This design comes from an exercise in tuning for small area, a short achievable clock period and few clock cycles per item on the open sky130 flow, not from production work.
Function was checked by simulation only, so behaviour that the tests miss may differ from the original.
No activity file was given, so power comes from the tool's default toggle rates.

==> design/flow/design.v <==
`default_nettype none
package qdv_pkg;
    typedef enum logic [1:0] {
        OP_EDGE_A = 2'd0,
        OP_EDGE_B = 2'd1,
        OP_QUERY  = 2'd2,
        OP_RESET  = 2'd3
    } op_t;
    typedef enum logic [1:0] {
        ST_IDLE,
        ST_MUL,
        ST_DIV,
        ST_DONE
    } state_t;
    localparam int unsigned CNT_W   = 32;
    localparam int unsigned SCALE_W = 20;
    localparam int unsigned PROD_W  = 51;
    localparam int unsigned STEP_W  = 6;
    localparam logic [SCALE_W-1:0] US_PER_SEC = SCALE_W'(1000000);
    typedef struct packed {
        op_t         opcode;
        logic        level_a;
        logic        level_b;
        logic [31:0] time_us;
    } in_item_t;
    typedef struct packed {
        logic signed [31:0] tick_count;
        logic signed [31:0] velocity;
        logic               velocity_valid;
    } out_item_t;
endpackage
`default_nettype wire
`default_nettype none
module quadrature_decoder_velocity_core
(
    input  wire logic      clk,
    input  wire logic      rst_n,
    input  wire logic      in_valid,
    output logic           in_stall,
    input  wire logic [35:0] in_data_bits,
    output logic           out_valid,
    input  wire logic      out_stall,
    output logic [64:0]    out_data_bits
);
    qdv_pkg::in_item_t  in_data;
    qdv_pkg::out_item_t out_data;
    assign in_data       = qdv_pkg::in_item_t'(in_data_bits);
    assign out_data_bits = out_data;
    qdv_pkg::state_t state_reg, state_next;
    logic [qdv_pkg::CNT_W-1:0] pos_reg, pos_next;
    logic [qdv_pkg::CNT_W-1:0] snap_cnt_reg, snap_cnt_next;
    logic [qdv_pkg::CNT_W-1:0] snap_time_reg, snap_time_next;
    logic [qdv_pkg::CNT_W-1:0]  mag_reg, mag_next;
    logic              neg_reg, neg_next;
    logic [qdv_pkg::CNT_W-1:0]  dt_reg, dt_next;
    logic [qdv_pkg::PROD_W-1:0] quo_reg, quo_next;
    logic [qdv_pkg::CNT_W-1:0]  rem_reg, rem_next;
    logic [qdv_pkg::STEP_W-1:0] step_reg, step_next;
    logic      out_valid_reg, out_valid_next;
    qdv_pkg::out_item_t out_data_reg, out_data_next;
    logic in_fire;
    logic out_fire;
    logic out_free;
    logic [qdv_pkg::CNT_W-1:0] dt_now;
    logic [qdv_pkg::CNT_W-1:0] delta_now;
    logic             same_lvl;
    logic [qdv_pkg::CNT_W+qdv_pkg::SCALE_W-1:0] prod;
    logic [qdv_pkg::CNT_W:0]           rem_shift;
    logic [qdv_pkg::CNT_W+1:0]         trial;
    logic [qdv_pkg::CNT_W-1:0]         vel_sat;
    logic                     div_last;
    assign out_free  = !out_valid_reg || !out_stall;
    assign in_stall  = (state_reg != qdv_pkg::ST_IDLE) || !out_free;
    assign in_fire   = in_valid && !in_stall;
    assign out_fire  = out_valid_reg && !out_stall;
    assign out_valid = out_valid_reg;
    assign out_data  = out_data_reg;
    assign dt_now    = in_data.time_us - snap_time_reg;
    assign delta_now = pos_reg - snap_cnt_reg;
    assign same_lvl  = (in_data.level_a == in_data.level_b);
    assign prod = {{qdv_pkg::SCALE_W{1'b0}}, mag_reg} * {{qdv_pkg::CNT_W{1'b0}}, qdv_pkg::US_PER_SEC};
    assign rem_shift = {rem_reg, quo_reg[qdv_pkg::PROD_W-1]};
    assign trial     = {1'b0, rem_shift} - {2'b00, dt_reg};
    assign div_last  = (step_reg == qdv_pkg::STEP_W'(qdv_pkg::PROD_W - 1));
    always_comb
    begin
        if (!neg_reg)
        begin
            if (|quo_reg[qdv_pkg::PROD_W-1:qdv_pkg::CNT_W-1])
                vel_sat = {1'b0, {(qdv_pkg::CNT_W-1){1'b1}}};
            else
                vel_sat = quo_reg[qdv_pkg::CNT_W-1:0];
        end
        else
        begin
            if ((|quo_reg[qdv_pkg::PROD_W-1:qdv_pkg::CNT_W]) || (quo_reg[qdv_pkg::CNT_W-1] && |quo_reg[qdv_pkg::CNT_W-2:0]))
                vel_sat = {1'b1, {(qdv_pkg::CNT_W-1){1'b0}}};
            else
                vel_sat = qdv_pkg::CNT_W'(0) - quo_reg[qdv_pkg::CNT_W-1:0];
        end
    end
    always_comb
    begin
        state_next = state_reg;
        case (state_reg)
            qdv_pkg::ST_IDLE:
            begin
                if (in_fire && in_data.opcode == qdv_pkg::OP_QUERY && dt_now != '0)
                    state_next = qdv_pkg::ST_MUL;
            end
            qdv_pkg::ST_MUL:
                state_next = qdv_pkg::ST_DIV;
            qdv_pkg::ST_DIV:
            begin
                if (div_last)
                    state_next = qdv_pkg::ST_DONE;
            end
            qdv_pkg::ST_DONE:
            begin
                if (out_free)
                    state_next = qdv_pkg::ST_IDLE;
            end
            default:
                state_next = qdv_pkg::ST_IDLE;
        endcase
    end
    always_comb
    begin
        pos_next       = pos_reg;
        snap_cnt_next  = snap_cnt_reg;
        snap_time_next = snap_time_reg;
        mag_next       = mag_reg;
        neg_next       = neg_reg;
        dt_next        = dt_reg;
        quo_next       = quo_reg;
        rem_next       = rem_reg;
        step_next      = step_reg;
        out_data_next  = out_data_reg;
        out_valid_next = out_fire ? 1'b0 : out_valid_reg;
        case (state_reg)
            qdv_pkg::ST_IDLE:
            begin
                if (in_fire)
                begin
                    out_data_next.velocity       = '0;
                    out_data_next.velocity_valid = 1'b0;
                    out_valid_next               = 1'b1;
                    case (in_data.opcode)
                        qdv_pkg::OP_EDGE_A:
                            pos_next = same_lvl ? pos_reg - qdv_pkg::CNT_W'(1) : pos_reg + qdv_pkg::CNT_W'(1);
                        qdv_pkg::OP_EDGE_B:
                            pos_next = same_lvl ? pos_reg + qdv_pkg::CNT_W'(1) : pos_reg - qdv_pkg::CNT_W'(1);
                        qdv_pkg::OP_QUERY:
                        begin
                            if (dt_now != '0)
                            begin
                                out_valid_next = out_fire ? 1'b0 : out_valid_reg;
                                neg_next       = delta_now[qdv_pkg::CNT_W-1];
                                mag_next       = delta_now[qdv_pkg::CNT_W-1] ?
                                                 qdv_pkg::CNT_W'(0) - delta_now : delta_now;
                                dt_next        = dt_now;
                                snap_cnt_next  = pos_reg;
                                snap_time_next = in_data.time_us;
                            end
                        end
                        qdv_pkg::OP_RESET:
                        begin
                            pos_next       = '0;
                            snap_cnt_next  = '0;
                            snap_time_next = in_data.time_us;
                        end
                        default:
                            pos_next = pos_reg;
                    endcase
                    out_data_next.tick_count = pos_next;
                end
            end
            qdv_pkg::ST_MUL:
            begin
                quo_next  = prod[qdv_pkg::PROD_W-1:0];
                rem_next  = '0;
                step_next = '0;
            end
            qdv_pkg::ST_DIV:
            begin
                if (!trial[qdv_pkg::CNT_W+1])
                begin
                    rem_next = trial[qdv_pkg::CNT_W-1:0];
                    quo_next = {quo_reg[qdv_pkg::PROD_W-2:0], 1'b1};
                end
                else
                begin
                    rem_next = rem_shift[qdv_pkg::CNT_W-1:0];
                    quo_next = {quo_reg[qdv_pkg::PROD_W-2:0], 1'b0};
                end
                step_next = step_reg + qdv_pkg::STEP_W'(1);
            end
            qdv_pkg::ST_DONE:
            begin
                if (out_free)
                begin
                    out_data_next.tick_count     = pos_reg;
                    out_data_next.velocity       = vel_sat;
                    out_data_next.velocity_valid = 1'b1;
                    out_valid_next               = 1'b1;
                end
            end
            default:
                out_valid_next = out_valid_reg;
        endcase
    end
    always_ff @(posedge clk or negedge rst_n)
    begin
        if (!rst_n)
        begin
            state_reg     <= qdv_pkg::ST_IDLE;
            pos_reg       <= '0;
            snap_cnt_reg  <= '0;
            snap_time_reg <= '0;
            out_valid_reg <= 1'b0;
            step_reg      <= '0;
        end
        else
        begin
            state_reg     <= state_next;
            pos_reg       <= pos_next;
            snap_cnt_reg  <= snap_cnt_next;
            snap_time_reg <= snap_time_next;
            out_valid_reg <= out_valid_next;
            step_reg      <= step_next;
        end
    end
    always_ff @(posedge clk)
    begin
        mag_reg      <= mag_next;
        neg_reg      <= neg_next;
        dt_reg       <= dt_next;
        quo_reg      <= quo_next;
        rem_reg      <= rem_next;
        out_data_reg <= out_data_next;
    end
endmodule
`default_nettype wire
==> design/flow/run.sh <==
#!/bin/bash
# synth_recipe.tcl (not shown) runs the flow's synth.tcl, then flattens the netlist and writes it again
# the make line also repeats each setting of config.mk as NAME=value (left out here)
make -C /OpenROAD-flow-scripts/flow DESIGN_CONFIG=/design/flow/config.mk WORK_HOME=/design/flow/orfs CLKGATE_MAP_FILE= SYNTH_SCRIPT=/design/flow/synth_recipe.tcl finish
==> design/flow/config.mk <==
export PLATFORM = sky130hd
export DESIGN_NAME = quadrature_decoder_velocity_core
export DESIGN_NICKNAME = quadrature_decoder_velocity_core
export VERILOG_FILES = /design/flow/design.v
export SDC_FILE = /design/flow/constraint.sdc
export NUM_CORES = 4
export LEC_CHECK = 0
export CAP_MARGIN = 20
export CORE_MARGIN = 2
export CORE_UTILIZATION = 40
export SLEW_MARGIN = 20
==> design/flow/constraint.sdc <==
create_clock -name core_clock -period 8.0 [get_ports {clk}]
set_input_delay 1.6000 -clock core_clock [delete_from_list [all_inputs] [get_ports {clk}]]
set_output_delay 1.6000 -clock core_clock [all_outputs]
set_load 0.01 [all_outputs]
==> impl_metrics.tcl <==
set metrics [dict create \
    status "timing/DRC/antenna clean" \
    ys_ff_latch 318 \
    grt-ovfl-total 0 \
    synthArstFlopShare_pct 33.0 \
    max_freq_mhz 144 \
    vias 22400 \
    start_kind "register" \
    grt_pass1_vias 21500 \
    drive_above_1_share_pct 6.67 \
    yosysTopAreaCell "edfxtp_1" \
    critical_path_class "reg -> reg" \
    antenna_found_initial 2 \
    dieArea_um2 73900 \
    power.total_mw 3.86 \
    critPathMaxFanout 7 \
    wl_um 70700 \
    ys.flop_type "edfxtp_1" \
    power.share.clock_pct 49.5 \
    hold_class "reg -> reg" \
    area_growth_pct 11.5 \
    fin_cells 4176 \
    drc 0 \
    root_buffer "clkbuf_16" \
    clk_path_buf_depth 3 \
    clock-sinks 318 \
    clk_pin_slew_worst_paths_ps 60 \
    seq_power_share_pct 45.3 \
    drt-initial-drc-count 1508 \
    synth.net_count 3597 \
    ctsResizeCount 0 \
    clock_latency_ps 590 \
    ir_worst_vdd_mv 0.128 \
    synth_top_cell_area_share_pct 22.3 \
    yosys_warnings 1 \
    dp_hpwl_um 52500 \
    largest_reg_flops 65 \
    p_leak_nw 13.5 \
    core_area_um2 71200 \
    cp.arrival_ps 7230 \
    drt-pass1-iter-count 5 \
    nets 3620 \
    cp.required_ps 8280 \
    maxCapViolCount 0 \
    syn_area_um2 28700 \
    drtAntennaViolNets 0 \
    grt_pass1_wl_um 116000 \
    switching_power_mw 0.906 \
    worstSetupEndpointType "register" \
    layout_commonest_cell "inv_1" \
    rsz0062_at_grt "no" \
    regArea_um2 9020 \
    wl_per_cell_um 16.9 \
    yosys.cell_types.count 87 \
    met1_length_um 35500 \
    finClkSkew_ps 36.2 \
    multi_input_area_um2 17800 \
    wl_met2_um 30700 \
    place_area_um2 30600 \
    place.gp.congestion 0.879 \
    netlist_instances 3169 \
    internal_power_mw 2.95 \
    slew_headroom_pct 27.8 \
    num_rows 98 \
    h-tree-depth 2 \
    fin_crit_sh_pct 86.9 \
    fin_area_um2 32000 \
    die_x_um 272 \
    synth_edf_count 213 \
    combPwrFrac_pct 5.2 \
    dp.cells 4099 \
    hold_viol_final 0 \
    initial_core_util_pct 40.3 \
    finalSetupViolCount 0 \
    power_density_nw_per_um2 121 \
    cts_tree "built" \
    period_needed_ps 6950 \
    drv_slew 0 \
    holdBufCountCts 0 \
    grt_max_degree 98 \
    final_cell_mix "350 x inv_1, 269 x nor2_1, 248 x nand2_1, 248 x ha_1, 214 x a21oi_1" \
    io_buffers 106 \
    numCtsBuffers 41 \
    wl_met3_um 3140 \
    die_h_um 272 \
    swShare_pct 23.5 \
    synthTopCellsByArea "edfxtp_1 22%, ha_1 11%, fa_1 9.6%" \
    yosysSeqAreaShare_pct 31.5 \
    top_layer "met4" \
    post_cts_buffers 0 \
    tns_ps 0 \
    syn_avg_cell_area_um2 9.05 \
    viasPerCell 5.37 \
    worst_pin_slew_ps 1080 \
    grt.total_usage_pct 19.0 \
    fill_cells 6940 \
    ios 107 \
]
power groups by stage:
| stage | combinational (mW) | sequential (mW) | clock [mW] |
|---|---|---|---|
| floorplan | 0.118 | 1.78 | 0 |
| global placement | 0.196 | 1.78 | 0 |
| detailed placement | 0.196 | 1.78 | 0 |
| CTS | 0.197 | 1.75 | 1.97 |
| global route | 0.219 | 1.75 | 2.02 |
| finish | 0.199 | 1.75 | 1.91 |
synth_stat cells, drive strengths merged (37+ instances only):
cell type	n
nand2	249
dfrtp	105
or3	37
a21o	51
xor2	54
nand3	65
edfxtp	213
a31o	41
ha	250
xnor2	122
nor2	274
clkbuf	132
a21oi	214
nor3	89
o21ai	201
inv	352
fa	138
path summary, 6_finish.rpt:
check,from,end,slack [ps],depth (start not counted)
max,mag_reg[7],quo_reg[50],1050,22
min,snap_cnt_reg[29],snap_cnt_reg[29],510,1
max reg2reg,mag_reg[7],quo_reg[50],1050,22
min reg2reg,snap_cnt_reg[29],snap_cnt_reg[29],510,1
max in group asynchronous,rst_n,snap_cnt_reg[2],5690,2
min in group asynchronous,rst_n,snap_time_reg[12],1060,1
layout make-up:
| cell class | count | share of cell area, % |
|---|---|---|
| clock buffers | 47 | 3.38 |
| multi-input cells | 2348 | 55.8 |
| repair buffers | 130 | 3.85 |
| diodes | 2 | 0.0156 |
| flip-flops and latches | 318 | 28.2 |
| inverters | 353 | 4.14 |
| well taps | 950 | 3.72 |
| clock inverters | 28 | 0.927 |
critical path, cell delays in order (launching register included):
cell	delay (ps)
edfxtp_1	450
inv_1	150
fa_1	560
inv_1	60
fa_1	500
fa_1	570
fa_1	420
ha_1	290
inv_1	50
fa_1	500
inv_1	50
ha_1	390
a21oi_1	290
nand2_1	110
a41o_1	260
nor4_1	370
a2111oi_0	240
o41a_1	410
a31o_2	280
a221o_1	310
a21oi_1	170
xnor2_1	130
o21ai_0	80
stage by stage:
stage,util [%],worst slack (ps),hold slack [ps]
2_1_floorplan,-,830,480
3_3_place_gp,43.0,1150,495
3_5_place_dp,43.0,1060,500
4_1_cts,44.9,1020,515
5_1_grt,44.9,726,526
6_report,44.9,1050,510
logic make-up (layout without fill, tap and decap cells):
logic type	Yosys count	in the layout	synth area share, %
xor+xnor	176	176	5.37
simple gates	926	926	15.6
fa+ha+maj	388	388	20.5
other cells	0	2	0
mux	60	60	2.25
buf+inv	503	558	6.66
flops	318	318	31.5
compound gates	798	798	18.2
metal layers:
layer  global-route usage [%]  vias to the layer above
li1                         -                    11300
met1                     28.1                    10700
met2                     29.1                      419
met3                     2.76                       77
met4                     4.71                        0
met5                        0                        -
Testbench counts, summed over its fixed seeds: cycles 115,920, items 24,063.

[separate check: timing with driven ports]
The results above use ideal ports. As a check the final layout listed here was re-extracted and re-timed, cells and wires unchanged.
Step 1 assumes that a clkbuf_16 drives the clock port and a buf_2 every other input.
Step 2 times the ports against the registers' clock, not the clock port: input delays grow and output delays shrink by t, the midpoint of the rising clock arrivals with the driver on.
Three values: no drivers, after step 1, after step 2; two values: the first two.
t (ns): 0.629
setup slack, ns: 1.048 / 1.048 / 1.048
worst slew at a driven data input, ns: 0.09
pins driven straight from the clock port: 1
After both steps setup and hold are still met in this run. For this run, drivers alone change the setup slack by 0.000 ns; drivers and shift together by 0.000 ns.
